This is an optimization exercise on Yosys and OpenROAD, whose aim is small area, not a production implementation.
Function was checked by simulation only, so behaviour that the tests miss may differ from the original.
No activity file was given, so power comes from the tool's default toggle rates.

**design/flow/flow/run.sh**
```bash
#!/bin/bash
# Own layout flow: the standard ORFS flow with
#  - the standard synthesis script, except that ABC maps for area (flow/abc_area.script)
#    and the entry storage module (lq_entry) is mapped on its own before the
#    design is flattened, so that its enable and inverted-enable inputs stay
#    separate signals for ABC
#  - port buffers of the smallest buffer cell, and only small buffers (buf_1, buf_2) for repair
#  - CTS with clusters of up to 18 sinks on clkbuf_8 and no dummy loads
#  - a 25% repair margin for the repair on global-route parasitics
set -euo pipefail
here=$(pwd)
export MY_ABC_SCRIPT=$here/flow/abc_area.script
export SYNTH_KEEP_MODULES=lq_entry
export BUFFER_PORTS_ARGS="-buffer_cell sky130_fd_sc_hd__buf_1"
export CTS_ARGS="-sink_clustering_enable -repair_clock_nets -dont_use_dummy_load -buf_list sky130_fd_sc_hd__clkbuf_8 -sink_clustering_size 18 -sink_clustering_max_diameter 60"
for s in FLOORPLAN GLOBAL_PLACE RESIZE DETAIL_PLACE REPAIR_TIMING_POST_PLACE CTS; do export PRE_${s}_TCL=$here/flow/dont_use.tcl; done
export PRE_GLOBAL_ROUTE_TCL=$here/flow/grt.tcl
bash standard.sh SYNTH_SCRIPT=$here/flow/synth_custom.tcl finish > $here/flow_make.log 2>&1
```
**design/flow/flow/abc_area.script**
```
&get -n
&st
&dc2
&dc2
&syn2
&dch -f
&nf -a -E 100 -R 1000
&st
&dc2
&dch -f
&nf -a -E 100 -R 1000
&put
```
**design/flow/flow/dont_use.tcl**
```tcl
# Repair buffers: only the small buf_1 / buf_2
set_dont_use [get_lib_cells {sky130_fd_sc_hd__buf_4 sky130_fd_sc_hd__buf_6 sky130_fd_sc_hd__buf_8 sky130_fd_sc_hd__buf_12 sky130_fd_sc_hd__buf_16 sky130_fd_sc_hd__clkdlybuf4s* sky130_fd_sc_hd__dlygate4sd* sky130_fd_sc_hd__dlymetal6s*}]
```
**design/flow/flow/grt.tcl**
```tcl
# Before global routing: small repair buffers only, and a wider repair margin
# for the repair that runs on global-route parasitics, which read lower than
# the extracted parasitics of the routed layout
source [file join [file dirname [info script]] dont_use.tcl]
set ::env(CAP_MARGIN) 25
set ::env(SLEW_MARGIN) 25
```
**design/flow/flow/synth_custom.tcl**
```tcl
proc synth {args} { yosys synth -nofsm -noshare {*}$args }
set my_fh [open $::env(SCRIPTS_DIR)/synth.tcl]
set my_body [read $my_fh]
close $my_fh
set my_hook {source $::env(SCRIPTS_DIR)/synth_preamble.tcl}
set my_body [string map [list $my_hook "$my_hook\nset abc_args \[lreplace \$abc_args 1 1 \$::env(MY_ABC_SCRIPT)\]"] $my_body]
eval $my_body
# left out here: clear keep_hierarchy, flatten, clean up, hide names made inside functions, write 1_2_yosys.v
```
**design/flow/standard.sh**
```bash
#!/bin/bash
# synth_recipe.tcl (not shown) runs the flow's synth.tcl, then flattens the netlist and writes it again
# the make line also repeats each setting of config.mk as NAME=value (left out here)
make -C /OpenROAD-flow-scripts/flow DESIGN_CONFIG=/design/flow/config.mk WORK_HOME=/design/flow/orfs CLKGATE_MAP_FILE= SYNTH_SCRIPT=/design/flow/synth_recipe.tcl "${@:-finish}"
```
**design/flow/config.mk**
```make
export PLATFORM = sky130hd
export DESIGN_NAME = load_queue
export DESIGN_NICKNAME = load_queue
export VERILOG_FILES = /design/flow/design.v
export SDC_FILE = /design/flow/constraint.sdc
export NUM_CORES = 4
export LEC_CHECK = 0
export CAP_MARGIN = 20
export CORE_MARGIN = 2
export CORE_UTILIZATION = 60
export SLEW_MARGIN = 20
```
**design/flow/constraint.sdc**
```tcl
create_clock -name core_clock -period 10.0 [get_ports {clk}]
set_input_delay 2.0000 -clock core_clock [delete_from_list [all_inputs] [get_ports {clk}]]
set_output_delay 2.0000 -clock core_clock [all_outputs]
set_load 0.01 [all_outputs]
```
**design/flow/design.v**
```verilog
package lq_pkg;
    typedef logic [4:0]  lq_ptr_t;
    typedef logic [5:0]  rob_idx_t;
    typedef logic [6:0]  fwd_idx_t;    
    typedef logic [15:0] mem_addr_t;
    typedef logic [15:0] mem_data_t;
    typedef logic [5:0]  phy_reg_t;
endpackage
`timescale 1ns/1ns
module lq_entry (
    input  logic               clk,
    input  logic [23:0]        a_en,
    input  logic [23:0]        a_en_n,
    input  logic [21:0]        a_z,
    input  logic [23:0]        i_en,
    input  logic [23:0]        i_en_n,
    input  logic [3:0][6:0]    i_z,
    output logic [23:0][28:0]  s
);
    always_ff @(posedge clk) begin
        for (int i = 0; i < 24; i++) begin
            s[i][21:0]  <= ~((s[i][21:0] | {22{a_en[i]}}) & ({22{a_en_n[i]}} | a_z));
            s[i][28:22] <= ~((s[i][28:22] | {7{i_en[i]}}) & ({7{i_en_n[i]}} | i_z[i % 4]));
        end
    end
endmodule
`timescale 1ns/1ns
module load_queue (
    input  logic        clk,
    input  logic        rst,
    input  logic        flsh,
    input  logic [4:0]  mis_pred_ld_ptr,
    input  logic [4:0]  cmmt_ld_ptr,
    input  logic [31:0] indx_ld_al,
    input  logic        mem_rd,
    input  logic [5:0]  indx_ls,
    input  logic [15:0] addr_ls,
    input  logic [5:0]  phy_addr_ld_in,
    input  logic        ld_grnt,
    input  logic        done,
    input  logic [15:0] data_ca,
    input  logic        fwd,
    input  logic        fwd_rdy,
    input  logic [15:0] data_sq,
    output logic        stll,
    output logic        ld_req,
    output logic [15:0] addr,
    output logic [5:0]  phy_addr_ld,
    output logic [5:0]  indx_ld,
    output logic [6:0]  indx_fwd,
    output logic [15:0] data_ld,
    output logic        vld_ld,
    output logic        reg_wrt_ld
);
    localparam int D = 24;
    logic [4:0] head, tail, tail_inc, tail_nxt;
    logic       full, full_nxt;
    logic [3:0] v;           
    logic       lanes_ok;    
    logic [3:0] a;           
    logic [2:0] n;
    always_comb begin
        for (int k = 0; k < 4; k++) v[k] = indx_ld_al[8*k+7];
        lanes_ok = (v[0] | ~v[1]) & (v[1] | ~v[2]) & (v[2] | ~v[3]);
        a = v & {4{lanes_ok}};
        n = 3'(a[0]) + 3'(a[1]) + 3'(a[2]) + 3'(a[3]);
    end
    always_comb begin
        logic [5:0] s;
        s = {1'b0, tail} + {3'b0, n};
        if (s >= 6'd24) s = s - 6'd24;
        tail_inc = s[4:0];
        tail_nxt = flsh ? mis_pred_ld_ptr : tail_inc;
        full_nxt = (tail_nxt == cmmt_ld_ptr) & (a[0] | (full & ~flsh));
    end
    always_ff @(posedge clk or negedge rst) begin
        if (!rst) begin
            head <= '0;
            tail <= '0;
            full <= 1'b0;
        end else begin
            head <= cmmt_ld_ptr;
            tail <= tail_nxt;
            full <= full_nxt;
        end
    end
    assign stll = full;
    logic [D-1:0] ge_head, lt_tail, occ, alloc_en;
    logic wrap;
    assign wrap = (tail < head) | full;
    always_comb begin
        for (int i = 0; i < D; i++) begin
            ge_head[i] = (5'(i) >= head);
            lt_tail[i] = (5'(i) < tail);
            occ[i] = (ge_head[i] & lt_tail[i]) | (wrap & (ge_head[i] | lt_tail[i]));
        end
        for (int i = 0; i < D; i++) begin
            logic lt_ti;
            lt_ti = (5'(i) < tail_inc);
            alloc_en[i] = a[0] & ((tail_inc > tail) ? (~lt_tail[i] & lt_ti) : (~lt_tail[i] | lt_ti));
        end
    end
    logic [3:0][6:0] lane_rot;
    always_comb begin
        for (int j = 0; j < 4; j++)
            lane_rot[j] = indx_ld_al[8*((j - 32'(tail[1:0])) & 3) +: 7];
    end
    logic         ph;
    logic [D-1:0] pend, upd, upd_n, alloc_n, cur;
    logic         wb, busy;
    logic [D-1:0][28:0] ent;           
    logic [5:0]   key;
    logic [21:0]  wr_data;
    logic [3:0][6:0] wr_idx;
    always_ff @(posedge clk or negedge rst) begin
        if (!rst)
            ph <= 1'b0;
        else
            ph <= ~ph;
    end
    assign key     = indx_ls ^ {6{ph}};
    assign wr_data = {phy_addr_ld_in, addr_ls} ^ {22{ph}};
    always_comb begin
        for (int j = 0; j < 4; j++)
            wr_idx[j] = lane_rot[j] ^ {7{ph}};
        for (int i = 0; i < D; i++)
            upd[i] = mem_rd & occ[i] & (ent[i][27:22] == key);
    end
    assign upd_n   = ~upd;
    assign alloc_n = ~alloc_en;
    lq_entry store_i (
        .clk(clk), .a_en(upd), .a_en_n(upd_n), .a_z(wr_data),
        .i_en(alloc_en), .i_en_n(alloc_n), .i_z(wr_idx), .s(ent)
    );
    always_ff @(posedge clk or negedge rst) begin
        if (!rst)
            pend <= '0;
        else
            pend <= (pend & ~({D{wb}} & cur)) | upd;
    end
    logic [4:0] grant_b, cur_b;
    always_comb begin
        logic [D-1:0] hreq;
        logic [4:0]   gh, gl;
        hreq = pend & ge_head;
        gh = '0;
        gl = '0;
        for (int i = D - 1; i >= 0; i--) begin
            if (hreq[i]) gh = 5'(i);
            if (pend[i]) gl = 5'(i);
        end
        grant_b = (|hreq) ? gh : gl;
    end
    always_comb begin
        for (int i = 0; i < D; i++)
            cur[i] = (cur_b == 5'(i));
    end
    always_ff @(posedge clk) begin
        if (!busy)
            cur_b <= grant_b;
    end
    logic [28:0] rd;
    always_comb begin
        rd = '0;
        for (int i = 0; i < D; i++)
            rd = rd | (ent[i] & {29{cur[i]}});
        {indx_fwd, phy_addr_ld, addr} = rd ^ {29{ph}};
    end
    assign indx_ld = indx_fwd[5:0];
    typedef enum logic [2:0] {
        st_idle    = 3'b000,
        st_req     = 3'b001,
        st_wb      = 3'b010,
        st_both    = 3'b011,
        st_issued  = 3'b100,
        st_got_ca  = 3'b101,
        st_sq_miss = 3'b110,    
        st_sq_hit  = 3'b111     
    } st_e;
    st_e state, state_nxt;
    always_comb begin
        state_nxt = state;
        case (state)
            st_idle:    if (|pend) state_nxt = st_req;
            st_req:     if (ld_grnt) state_nxt = st_issued;
            st_issued: begin
                if (done & fwd_rdy)  state_nxt = st_both;
                else if (done)       state_nxt = st_got_ca;
                else if (fwd_rdy & fwd) state_nxt = st_sq_hit;
                else if (fwd_rdy)    state_nxt = st_sq_miss;
            end
            st_got_ca:  if (fwd_rdy) state_nxt = st_wb;
            st_sq_miss,
            st_sq_hit:  if (done) state_nxt = st_wb;
            st_both:    state_nxt = st_wb;
            st_wb:      state_nxt = st_idle;
            default:    state_nxt = st_idle;
        endcase
    end
    always_ff @(posedge clk or negedge rst) begin
        if (!rst)
            state <= st_idle;
        else
            state <= state_nxt;
    end
    assign ld_req     = (state == st_req);
    assign wb         = (state == st_wb);
    assign busy       = state[2] | state[1];
    assign vld_ld     = wb;
    assign reg_wrt_ld = wb;
    logic [15:0] data_q;
    logic        sq_en, ca_en;
    assign sq_en = fwd_rdy & fwd;
    assign ca_en = done & ~sq_en & (state != st_sq_hit);
    always_ff @(posedge clk)
        data_q <= ({16{sq_en}} & data_sq) | ({16{ca_en}} & data_ca)
                | ({16{~(sq_en | ca_en)}} & data_q);
    assign data_ld = data_q;
endmodule
```
==> impl_metrics.env, run 1 <==
export IMPL_maxSlewHeadroom_pct=14.2
export IMPL_min_period_ns=8.22
export IMPL_cts_made_buffers=52
export IMPL_synth_seq_area_share_pct=52.7
export IMPL_p_leak_nw=11.6
export IMPL_drtIter0Drc=5510
export IMPL_slew_violations=0
export IMPL_finalSetupViolCount=0
export IMPL_layout_drive_gt1_share_pct=6.15
export IMPL_hold_viol_final=0
export IMPL_cts_sinks=756
export IMPL_clk_transition_reported_paths_ns=0.10
export IMPL_synth_area_leaders="dfxtp_1 (49%), o22ai_1 (16%), a222oi_1 (3.9%)"
export IMPL_busiest_layer="met2"
export IMPL_ys_ff_latch=756
export IMPL_postCtsHoldBufs=0
export IMPL_insertion_delay_ns=0.78
export IMPL_synth_fp_nets=3004
export IMPL_crit_chain="buf_1 -> clkinv_1 -> o31ai_1 -> buf_1 -> nand2_1 -> fa_1 -> fa_1 -> clkinv_1 -> fa_1 -> nand2_1 -> xnor2_1 -> o211ai_1 -> o31ai_1 -> a31oi_1 -> clkinv_1 -> ha_1 -> nand3_1 -> or3_1 -> nand3_1 -> and2_0 -> nor2_1 -> a2bb2oi_1 -> clkinv_1 -> o22ai_1"
export IMPL_placed_area_mm2=0.0314
export IMPL_drv_cap=0
export IMPL_r2r_cells=19
export IMPL_finalSetupTns_ns=0
export IMPL_die_h_um=224
export IMPL_design_area_mm2=0.0324
export IMPL_use_met1_pct=64.1
export IMPL_critical_path_depth=24
export IMPL_via_per_inst=8.17
export IMPL_synth_ff_type="dfxtp_1"
export IMPL_num_vias=31200
export IMPL_synth_top_area_cell="dfxtp_1"
export IMPL_ant_nets=0
export IMPL_p_per_area_mw_per_mm2=327
export IMPL_fill_cells=3885
export IMPL_grt_use_met3_pct=22.9
export IMPL_initial_core_util_pct=60.9
export IMPL_met2_usage_pct=74.2
export IMPL_wirelength_um=138000
export IMPL_finalCritPeriodShare_pct=82.2
export IMPL_diodes=0
export IMPL_h_tree_depth=2
export IMPL_tritoncts="yes"
export IMPL_hp_class="register to register"
export IMPL_place_congestion=1.15
export IMPL_post_cts_buffers=0
export IMPL_yosysWarnings=2
export IMPL_root_buffer="clkbuf_8"
export IMPL_route_detailed_drc=0
export IMPL_ys_types=55
export IMPL_worst_slew_pin_transition_ns=1.29
export IMPL_grt_max_degree=40
export IMPL_io_buffers=164
export IMPL_nets=3327
export IMPL_syn_inst=2881
export IMPL_grt_pass1_wl_um=198000
export IMPL_crit_family="compound AO/OA/AOI/OAI gates"
export IMPL_status="no timing/DRC/antenna violations"
export IMPL_antenna_found_initial=3
export IMPL_first_global_vias=29700
export IMPL_path_class="primary input to register"
export IMPL_wire_per_inst_um=36.3
export IMPL_dr_pass1_iters=13
export IMPL_die_area_mm2=0.0504
export IMPL_coreArea_mm2=0.0478
export IMPL_num_rows=80
export IMPL_ios=165
export IMPL_dieWidth_um=224
export IMPL_final_setup_skew_ns=0.123
export IMPL_holdPathStages=1
export IMPL_clock_path_buffers=3
export IMPL_synth_edf_count=5
export IMPL_max_stage_delay_ns=0.73
export IMPL_grt_ovfl_total=0
export IMPL_crit_path_end_kind="register"
export IMPL_syn_avg_cell_area_um2=10.1
export IMPL_critPathMaxFanout=13
export IMPL_track_usage_pct=53.4
export IMPL_synthArstFlopShare_pct=5.16
export IMPL_clock_fmax_ghz=0.122
export IMPL_syn_to_final_growth_pct=10.9
export IMPL_dp_hpwl_um=86300
export IMPL_crit_path_top_delay_cell="a2bb2oi_1"
export IMPL_yosys_area_top_type_share_pct=48.9
export IMPL_worstPathArrival_ns=8.85
export IMPL_vdd_drop_max_v=0.000204
export IMPL_cp_required_ns=10.62
export IMPL_cp_common_cell="clkinv_1"
export IMPL_crit_buf_inv=6
export IMPL_cts_repair_resized=0
export IMPL_start_kind="primary input"
export IMPL_netlist_area_mm2=0.0292
export IMPL_rsz0062_at_grt="false"
[through the flow]
step	power, mW	util (%)	hold WS (ns)	cells	setup WS, ns
after detailed placement	8.84	65.6	0.438	3761	1.31
final	10.6	67.6	0.453	3817	1.78
after floorplan	7.36	-	0.421	2881	2.02
after global placement	8.67	65.4	0.429	3758	1.38
after CTS	10.2	67.1	0.449	3813	1.99
after global routing	10.9	67.6	0.459	3817	1.42
[flip-flops by register name (all words and copies together) (netlist names)]
name	cells
cur_b	5
data_q	16
full	1
head	5
pend	24
ph	1
state	3
store_i.s	696
tail	5
[Yosys cell counts, types with 5 or more instances]
library cell and instances:
and2_0 6, o31ai_1 20, ha_1 10, a22oi_1 47, clkinv_1 94, xor2_1 53, edfxtp_1 5, xnor2_1 88
o22ai_1 734, a21oi_1 92, o2111ai_1 22, dfrtp_1 39, or3_1 5, or4_1 7, a22o_1 57, a31oi_1 7
nor4_1 10, nor2_1 126, nor3_1 45, o211ai_1 11, nand3_1 69, nand2b_1 6, mux4_2 14, nor2b_1 5
a222oi_1 115, dfxtp_1 712, a221oi_1 83, o21ai_0 69, nand2_1 201, buf_4 7, mux2i_1 23, a21o_1 13
or2_0 6, nand4_1 15, o221ai_1 11, a2111oi_0 14
[logic make-up (layout without fill, tap and decap cells)]
family                     count (synthesis)  count (layout)  share of synthesized area [%]
muxes                                     39              39                           1.95
buffers and inverters                    101             422                           1.39
xor gates and xnor gates                 141             141                           4.23
adders and majority gates                 13              13                          0.635
DFF                                      756             756                           52.7
AOI/OAI and AO/OA                       1325            1325                           31.5
and+or+nand+nor                          506             506                           7.59
[per-module statistics from Yosys (local to each module, per instance)]
module      flops+latches  copies in the design
load_queue             60                     1
lq_entry              696                     1
[metal layers]
metal / share of wire, % / vias up / wire length, µm
li1: - / 12500 / -
met1: 33 / 14500 / 45500
met2: 39 / 3129 / 54400
met3: 17 / 1072 / 23600
met4: 11 / 0 / 14800
met5: 0 / - / 0
[worst reg2reg max path, cell delays in order, from the launching register on]
cell	delay, ns
dfrtp_1	0.79
clkinv_1	0.64
fa_1	0.62
clkinv_1	0.07
fa_1	0.31
nand2_1	0.14
xnor2_1	0.18
o211ai_1	0.11
o31ai_1	0.20
a31oi_1	0.33
clkinv_1	0.15
ha_1	0.32
nand3_1	0.08
or3_1	0.31
nand3_1	0.09
and2_0	0.63
nor2_1	0.39
a2bb2oi_1	0.74
clkinv_1	0.40
o22ai_1	0.25
[cells in the final DEF, fill, tap and decap left out, types with 9 or more instances in the layout]
| cell | count |
|---|---|
| a2111oi_0 | 12 |
| a21o_1 | 13 |
| a21oi_1 | 92 |
| a221oi_1 | 83 |
| a222oi_1 | 115 |
| a22o_1 | 57 |
| a22oi_1 | 47 |
| buf_1 | 221 |
| buf_2 | 38 |
| clkbuf_2 | 10 |
| clkbuf_8 | 54 |
| clkinv_1 | 83 |
| dfrtp_1 | 38 |
| dfxtp_1 | 712 |
| ha_1 | 10 |
| mux2i_1 | 23 |
| mux4_2 | 14 |
| nand2_1 | 201 |
| nand3_1 | 69 |
| nand4_1 | 15 |
| nor2_1 | 106 |
| nor2_4 | 18 |
| nor3_1 | 34 |
| nor3_2 | 9 |
| o2111ai_1 | 20 |
| o211ai_1 | 11 |
| o21ai_0 | 65 |
| o221ai_1 | 11 |
| o22ai_1 | 734 |
| o31ai_1 | 19 |
| xnor2_1 | 74 |
| xnor2_2 | 14 |
| xor2_1 | 45 |
[path summary, 6_finish.rpt]
path,from,to,slack [ns]
setup / recovery,indx_ld_al[7],store_i.s[230],1.78
hold / removal,store_i.s[585],store_i.s[585],0.45
setup reg to reg,tail[0],store_i.s[230],3.20
hold reg to reg,store_i.s[585],store_i.s[585],0.45
max in group asynchronous,rst,ph,7.95
min in group asynchronous,rst,state[0],1.41
[layout make-up]
cell class,count,area [µm²],area share [%]
sequential,756,15400,47.5
timing repair buffer,276,1200,3.72
multi-input combinational,2024,13900,43.0
clock buffer,52,716,2.21
tap,615,769,2.38
inverter,94,362,1.12
[where the power goes]
part | internal, mW | switching, mW
registers | 4.41 | 1.27
logic | 1.31 | 2.15
clock network | 0.465 | 0.962
total | 6.19 | 4.38
==> run 2: changes to the inputs <==
--- a/design/flow/flow/run.sh
+++ b/design/flow/flow/run.sh
@@ -8,3 +8,3 @@
 #  - CTS with clusters of up to 18 sinks on clkbuf_8 and no dummy loads
-#  - a 25% repair margin for the repair on global-route parasitics
+#  - a 30% repair margin for the repair on global-route parasitics
 set -euo pipefail
--- a/design/flow/flow/grt.tcl
+++ b/design/flow/flow/grt.tcl
@@ -4,3 +4,3 @@
 source [file join [file dirname [info script]] dont_use.tcl]
-set ::env(CAP_MARGIN) 25
-set ::env(SLEW_MARGIN) 25
+set ::env(CAP_MARGIN) 30
+set ::env(SLEW_MARGIN) 30
==> run 2 against run 1 <==
Compared with the run above: combinational power about the same; area after synthesis unchanged; first-iteration DRC count up 5.5%; core utilization up 0.14 points; final area up 0.21%; routed wire length about the same; largest cell class unchanged.
==> impl_metrics.env, run 2 <==
export IMPL_status="no timing/DRC/antenna violations"
export IMPL_cp_required_ns=10.57
export IMPL_synth_fp_nets=3004
export IMPL_comb_power_share_pct=32.9
export IMPL_cts_made_buffers=52
export IMPL_final_setup_skew_ns=0.129
export IMPL_critPathMaxFanout=13
export IMPL_maxSlewHeadroom_pct=17.3
export IMPL_syn_to_final_growth_pct=11.2
export IMPL_hp_class="register to register"
export IMPL_p_per_area_mw_per_mm2=326
export IMPL_worst_slew_pin_transition_ns=1.23
export IMPL_finalSetupViolCount=0
export IMPL_vdd_drop_max_v=0.000206
export IMPL_path_class="primary input to register"
export IMPL_num_rows=80
export IMPL_coreArea_mm2=0.0478
export IMPL_cts_sinks=756
export IMPL_yosysWarnings=2
export IMPL_synthArstFlopShare_pct=5.16
export IMPL_drtIter0Drc=5813
export IMPL_postCtsHoldBufs=0
export IMPL_layout_drive_gt1_share_pct=6.87
export IMPL_hold_path_end="store_i.s[509]"
export IMPL_nets=3327
export IMPL_num_vias=31400
export IMPL_reg_top3="store_i.s x696, pend x24, data_q x16"
export IMPL_dieWidth_um=224
export IMPL_clk_transition_reported_paths_ns=0.10
export IMPL_r2r_cells=20
export IMPL_h_tree_depth=2
export IMPL_yosys_area_top_type_share_pct=48.9
export IMPL_fin_util_pct=67.8
export IMPL_grt_ovfl_total=0
export IMPL_die_h_um=224
export IMPL_yosysMostFrequentCell="o22ai_1"
export IMPL_seqCellArea_mm2=0.0154
export IMPL_switching_share_pct=41.5
export IMPL_multiInputGateArea_mm2=0.0140
export IMPL_start_kind="primary input"
export IMPL_cts_repair_resized=0
export IMPL_worstHoldStart="store_i.s[509]"
export IMPL_ys_ff_latch=756
export IMPL_hold_viol_final=0
export IMPL_grt_pass1_wl_um=198000
export IMPL_clkPwrFrac_pct=13.5
export IMPL_track_usage_pct=53.4
export IMPL_slew_violations=0
export IMPL_via_per_inst=8.21
export IMPL_clock_path_buffers=3
export IMPL_p_leak_nw=11.6
export IMPL_r2r_end="store_i.s[85]"
export IMPL_ant_nets=0
export IMPL_die_area_mm2=0.0504
export IMPL_intPower_mw=6.20
export IMPL_syn_avg_cell_area_um2=10.1
export IMPL_fill_cells=3867
export IMPL_place_congestion=1.15
export IMPL_io_buffers=164
export IMPL_finalSetupTns_ns=0
export IMPL_worstPathArrival_ns=8.81
export IMPL_synth_ff_type="dfxtp_1"
export IMPL_initial_core_util_pct=60.9
export IMPL_p_sw_mw=4.39
export IMPL_insertion_delay_ns=0.78
export IMPL_min_period_ns=8.24
export IMPL_final_common_cell="o22ai_1"
export IMPL_route_detailed_drc=0
export IMPL_wire_per_inst_um=36.2
export IMPL_largest_register="store_i.s"
export IMPL_dp_hpwl_um=86300
export IMPL_synth_area_leaders="dfxtp_1 (49%), o22ai_1 (16%), a222oi_1 (3.9%)"
export IMPL_netlist_area_mm2=0.0292
export IMPL_r2r_start="tail[0]"
export IMPL_dr_pass1_iters=13
export IMPL_final_cell_mix="o22ai_1 (734), dfxtp_1 (712), buf_1 (208)"
export IMPL_wirelength_um=138000
export IMPL_reg2reg_setup_slack_ns=3.19
export IMPL_grt_max_degree=40
export IMPL_synth_seq_area_share_pct=52.7
export IMPL_synth_edf_count=5
export IMPL_clock_fmax_ghz=0.121
export IMPL_drv_cap=0
export IMPL_ios=165
export IMPL_root_buffer="clkbuf_8"
export IMPL_largest_reg_flops=696
export IMPL_syn_inst=2881
export IMPL_first_global_vias=29700
export IMPL_finalCritPeriodShare_pct=82.4
export IMPL_ys_types=55
export IMPL_synth_top_area_cell="dfxtp_1"
export IMPL_holdPathStages=1
export IMPL_antenna_found_initial=3
export IMPL_rsz0062_at_grt="false"
export IMPL_tritoncts="yes"
export IMPL_post_cts_buffers=0
export IMPL_synth_top_cells_by_count="o22ai_1 (734), dfxtp_1 (712), nand2_1 (201)"
export IMPL_crit_path_end_kind="register"
export IMPL_seqPwrFrac_pct=53.7
==> run 2: changes by cell type in the layout (fill, tap and decap cells not counted), sizes merged <==
cell,previous run,this run
buf,259,244
clkbuf,66,81
clkinv,90,86
inv,4,8
diode,0,3
==> run 2: logic make-up (layout without fill, tap and decap cells) <==
logic type,Yosys count,after routing,share of synthesized area (%)
AOI/OAI and AO/OA,1325,1325,31.5
xor gates and xnor gates,141,141,4.23
other,0,3,0
buffers and inverters,101,422,1.39
muxes,39,39,1.95
DFF,756,756,52.7
adders and majority gates,13,13,0.635
and+or+nand+nor,506,506,7.59
==> run 2: routing by layer <==
| metal | routed length, µm | track usage, % |
|---|---|---|
| met2 | 54500 | 74.2 |
| met3 | 24100 | 22.9 |
| met1 | 44800 | 64.1 |
| met5 | 30 | 0 |
| met4 | 14800 | 43.8 |
==> run 2: Yosys stat by module, one instance, submodules excluded <==
module,cells inside,times used
lq_entry,1392,1
load_queue,1489,1
==> run 2: how the worst max path moves through the flow <==
stage,cells after the start,startpoint,slack [ns],endpoint
6_report,25,indx_ld_al[7],1.76,store_i.s[85]
5_1_grt,25,indx_ld_al[7],1.42,store_i.s[85]
4_1_cts,24,indx_ld_al[7],1.99,store_i.s[172]
3_5_place_dp,24,indx_ld_al[7],1.31,store_i.s[634]
3_3_place_gp,24,indx_ld_al[7],1.38,store_i.s[632]
2_1_floorplan,22,indx_ld_al[7],2.02,store_i.s[85]
==> run 2: worst max-delay path, cell delays in order <==
cell	delay, ns
buf_1	0.12
clkinv_1	0.07
o31ai_1	0.35
buf_1	0.52
nand2_1	0.16
fa_1	0.50
fa_1	0.44
clkinv_1	0.07
fa_1	0.31
nand2_1	0.14
xnor2_1	0.18
o211ai_1	0.11
o31ai_1	0.21
a31oi_1	0.34
clkinv_1	0.15
ha_1	0.32
nand3_1	0.08
or3_1	0.31
nand3_1	0.09
and2_0	0.61
buf_1	0.21
nor2_1	0.05
o31ai_1	0.76
clkinv_1	0.43
o22ai_1	0.27
==> run 2: final cells by class <==
class                           instances  share of cell area, %
Inverter                               94                   1.12
Tap cell                              615                   2.37
Clock buffer                           52                   2.21
Timing Repair Buffer                  276                   3.72
Multi-Input combinational cell       2024                   43.1
Antenna cell                            3                 0.0232
Sequential cell                       756                   47.4
==> run 2: metrics by stage <==
step | setup WS, ns | power (mW) | area (µm²) | hold WS [ns] | cells
detailed placement | 1.31 | 8.84 | 31400 | 0.438 | 3761
global route | 1.42 | 10.9 | 32400 | 0.459 | 3817
CTS | 1.99 | 10.2 | 32100 | 0.449 | 3813
finish | 1.76 | 10.6 | 32400 | 0.454 | 3820
floorplan | 2.02 | 7.36 | 29200 | 0.421 | 2881
global placement | 1.38 | 8.67 | 31300 | 0.429 | 3758
==> run 2: power groups by stage <==
stage	clock network [mW]	registers (mW)	logic [mW]
after CTS	1.39	5.54	3.26
after global placement	0	5.54	3.13
after detailed placement	0	5.59	3.25
final	1.42	5.68	3.48
after floorplan	0	5.16	2.20
after global routing	1.49	5.75	3.64

[static timing again, ports no longer ideal]
The results above use ideal ports. As a check the final layouts listed here were re-extracted and re-timed, cells and wires unchanged. Step 1: set_driving_cell puts a clkbuf_16 on clk and a buf_2 on each other input, an assumption about the parent block. Step 2 also shifts input and output timing later by t, the mid clock arrival at the registers, as if the neighbouring blocks saw the same clock. a / b / c = no drivers / after step 1 / after step 2; a / b = the first two.
run	t, ns	setup slack, ns	cell pins on the clock port's net
run 1	0.779	1.775 / 1.812 / 1.032	1
run 2	0.778	1.757 / 1.794 / 1.015	1
After both steps every run listed still meets setup and hold. For run 1, which loses most, drivers alone change the setup slack by +0.037 ns; drivers and shift together by -0.743 ns.
